Source: an optimization exercise on an open RTL-to-GDS flow (aim: small area). Production flows keep margins and buffers that such runs may drop. The RTL was checked by simulation tests, not by an equivalence proof against the original design. Power and IR drop assume default switching activity.

==> harbor <==
// maze_mem
module maze_mem #(
  parameter int maze_width = MAZE_WIDTH
) (
  input  logic                    clk,
  input  logic                    rst_n,
  input  logic                    load_start,
  input  logic                    load_valid,
  input  logic [7:0]              load_data,
  output logic                    load_ready,
  output logic                    solver_rst_n,
  input  logic [maze_width-1:0]   row,
  input  logic [maze_width-1:0]   col,
  input  logic                    maze_oe,
  input  logic                    maze_we,
  output logic                    maze_in,
  input  logic                    done,
  output logic [2*maze_width:0]   path_count,
  output logic                    we_on_wall
);
clock: 8.0 ns
lec_check: 0
cap_margin: 20
core_margin: 2
core_utilization: 65
cts_buf_list: sky130_fd_sc_hd__clkbuf_8
cts_cluster_diameter: 70
cts_cluster_size: 16
slew_margin: 20
synth_hierarchical: 1
run.sh (not shown) runs the stock make flow with config.mk's settings and CLKGATE_MAP_FILE= SYNTH_SCRIPT=/design/flow/synth_recipe.tcl, a recipe that flattens the netlist after the stock synthesis.
==> xenon: changes against harbor <==
Settings changed: CORE_UTILIZATION 65 to 75.
==> sierra: changes against harbor <==
Settings changed: CORE_UTILIZATION 65 to 70.
==> notes.md <==
item                                                                             harbor                   sierra                    xenon
Run status                                                      complete, no violations  complete, no violations  complete, no violations
Worst reg2reg setup slack                                                       1190 ps                  1340 ps                  1180 ps
Number of cells on the worst reg-to-reg path                                         27                       25                       24
Internal power component                                                        11.2 mW                  11.2 mW                  11.2 mW
RD Place Congestion                                                               0.873                    0.932                    0.970
Multi-input gate share of the layout cell area                                    40.3%                    40.4%                    40.5%
Leakage component of the power                                                  24.2 nW                  24.1 nW                  24.1 nW
Number of buffers other than clock buffers in the final layout                      153                      140                      119
Antenna violations before repair                                                     14                       15                       13
Die area                                                                     95800 um^2               89000 um^2               83200 um^2
Sequential Power                                                                9.24 mW                  9.27 mW                  9.26 mW
Routing usage on met2                                                             54.9%                    59.6%                    62.4%
Register area                                                                34400 um^2               34400 um^2               34400 um^2
Origin of the worst setup path                                           r_v[7]$_DFF_P_           r_v[5]$_DFF_P_           r_v[5]$_DFF_P_
Critical path depth                                                                  24                       23                       23
Met1 GRT Util                                                                     59.4%                    60.1%                    62.6%
Power after layout                                                              16.9 mW                  16.9 mW                  17.0 mW
FMAX                                                                            130 MHz                  132 MHz                  131 MHz
Clk pwr                                                                         4.00 mW                  4.00 mW                  4.03 mW
Number of inserted diodes                                                             7                        8                        9
Net Sw Power                                                                    5.75 mW                  5.75 mW                  5.77 mW
Core Area                                                                    92900 um^2               85500 um^2               80300 um^2
Post-layout instance area                                                    65500 um^2               65200 um^2               65000 um^2
Worst Setup Slack post-DPL                                                       866 ps                  1090 ps                  1010 ps

========
==> garnet <==
maze_mem, a different RTL version from the one above (not shown whole).
Settings: LEC_CHECK=0, CAP_MARGIN=20, CORE_MARGIN=2, CORE_UTILIZATION=50, CTS_BUF_LIST=sky130_fd_sc_hd__clkbuf_8, CTS_CLUSTER_DIAMETER=80, CTS_CLUSTER_SIZE=16, SLEW_MARGIN=20; clock period 8.0 ns.
==> raven: changes against garnet <==
--- a/flow/config.mk
+++ b/flow/config.mk
@@ -6,9 +6,8 @@
 export NUM_CORES = 4
 export LEC_CHECK = 0
+export ABC_AREA = 1
 export CAP_MARGIN = 20
 export CORE_MARGIN = 2
 export CORE_UTILIZATION = 50
-export CTS_BUF_LIST = sky130_fd_sc_hd__clkbuf_8
-export CTS_CLUSTER_DIAMETER = 80
-export CTS_CLUSTER_SIZE = 16
+export CTS_BUF_LIST = sky130_fd_sc_hd__clkbuf_4
 export SLEW_MARGIN = 20
==> comparison table <==
	garnet	raven
Met2 wire length	95.9 mm	97.4 mm
Well Taps	1876	1890
Sw frac	29.5%	29.4%
Proportion of cell area spent on the clock network	2.49%	6.58%
Layout area overhead	8.68%	11.1%
CTS H-tree lvls	3	5
Clock tree buffer count of the final layout	120	627
Normalized max-slew margin	20.7%	26.5%
Worst hold path class	flip-flop to flip-flop	input port to async pin
Antenna fix cells	3	9
Worst path depth	19	29
Mapped cell area	70100 um^2	71500 um^2
Layout Nets	3993	6466
Post-synthesis cell count	3674	6091
Complex-gate fraction of the synthesized area	4.40%	6.61%
Met2 Use GR	45.0%	44.2%
Detailed-routing wirelength on met1	86.7 mm	83.5 mm
Multiplexer share of the synthesized area	15.4%	0.0140%
Status	complete, no violations	complete, no violations
Clock Power	4.16 mW	7.05 mW
Die footprint	143000 um^2	146000 um^2
Sequential fraction of design power	62.3%	54.9%
Number of antenna violations at the first check in global routing	9	7
Post-synthesis sequential area ratio	72.7%	71.3%
Deepest clock path buffer count	3	4
Achievable Freq	0.143 GHz	0.164 GHz

========
==> delta <==
RTL: one of the versions met above, not the one the previous note started from.
clock: 8.0 ns
lec_check: 0
cap_margin: 20
core_margin: 2
core_utilization: 72
cts_buf_list: sky130_fd_sc_hd__clkbuf_8
cts_cluster_diameter: 70
cts_cluster_size: 16
slew_margin: 20
synth_hierarchical: 1
==> zinc (differences from delta) <==
CAP_MARGIN = 10   (was 20)
CORE_UTILIZATION = 70   (was 72)
GPL_TIMING_DRIVEN = 0   (was default)
SLEW_MARGIN = 10   (was 20)
==> comparison table <==
| item | zinc | delta |
|---|---|---|
| Violation count after the first detailed-routing iteration | 9800 | 10200 |
| Transition time at the pin with the least slew margin | 1290 ps | 1260 ps |
| Busiest grt layer | met2 | met1 |
| Period Utilization, post-route | 97.0% | 95.6% |
| Area of the multi-input gates | 26300 sq um | 26400 sq um |
| Post-route cell area | 65800 sq um | 64800 sq um |
| Status | finished clean | finished clean |
| Launching point of the worst reg2reg path | r_v[2] | r_v[4] |
| Non-filler instance count after layout | 6350 | 6232 |
| Share of final-layout standard cells stronger than drive strength 1 | 5.91% | 5.48% |
| Switch share | 33.9% | 33.9% |
| Drt via density | 8.02 | 8.14 |
| Sequential share of cell area | 52.3% | 53.1% |
| Width of the chip | 298 um | 294 um |
| Clock buf count | 121 | 119 |
| Final weighted congestion of routability-driven global placement | 0.905 | 0.974 |
| Fraction of cell area in non-clock buffers | 2.70% | 1.24% |
| Vias in the first global route | 46800 | 45900 |

[what the ideal ports hide]
No port has a modelled driver above. Below, the same layouts with a new extraction and two added sets of constraints. Step 1, drivers: a clkbuf_16 drives clk and a buf_2 each remaining input, both assumed. Step 2 adds t to the input delays and takes it off the output delays; t is the mean of the earliest and latest rising clock arrival at the registers after step 1. Input paths then give back, and output paths get back, about the clock's delay inside the block. a / b / c = ideal ports / drivers / drivers and shift; a / b = the first two.
| run | t, ns | setup WS [ns] | worst setup path after step 2 | cell pins on the clock port's net |
|---|---|---|---|---|
| harbor | 0.904 | 0.316 / 0.246 / 0.997 | input to register | 1 |
| xenon | 0.871 | 0.379 / 0.310 / 1.110 | input to register | 1 |
| sierra | 0.897 | 0.404 / 0.333 / 1.188 | input to register | 1 |
| garnet | 0.954 | 1.024 / 1.044 / 0.091 | input to register | 1 |
| raven | 1.375 | 1.895 / 1.908 / 0.533 | input to register | 1 |
| delta | 0.875 | 0.353 / 0.286 / 1.162 | register to output | 1 |
| zinc | 0.879 | 0.238 / 0.170 / 0.713 | register to register | 1 |
After both steps every run listed still meets setup and hold. The setup slack of raven, which loses most, moves by +0.013 ns with the drivers and by -1.362 ns with both steps.
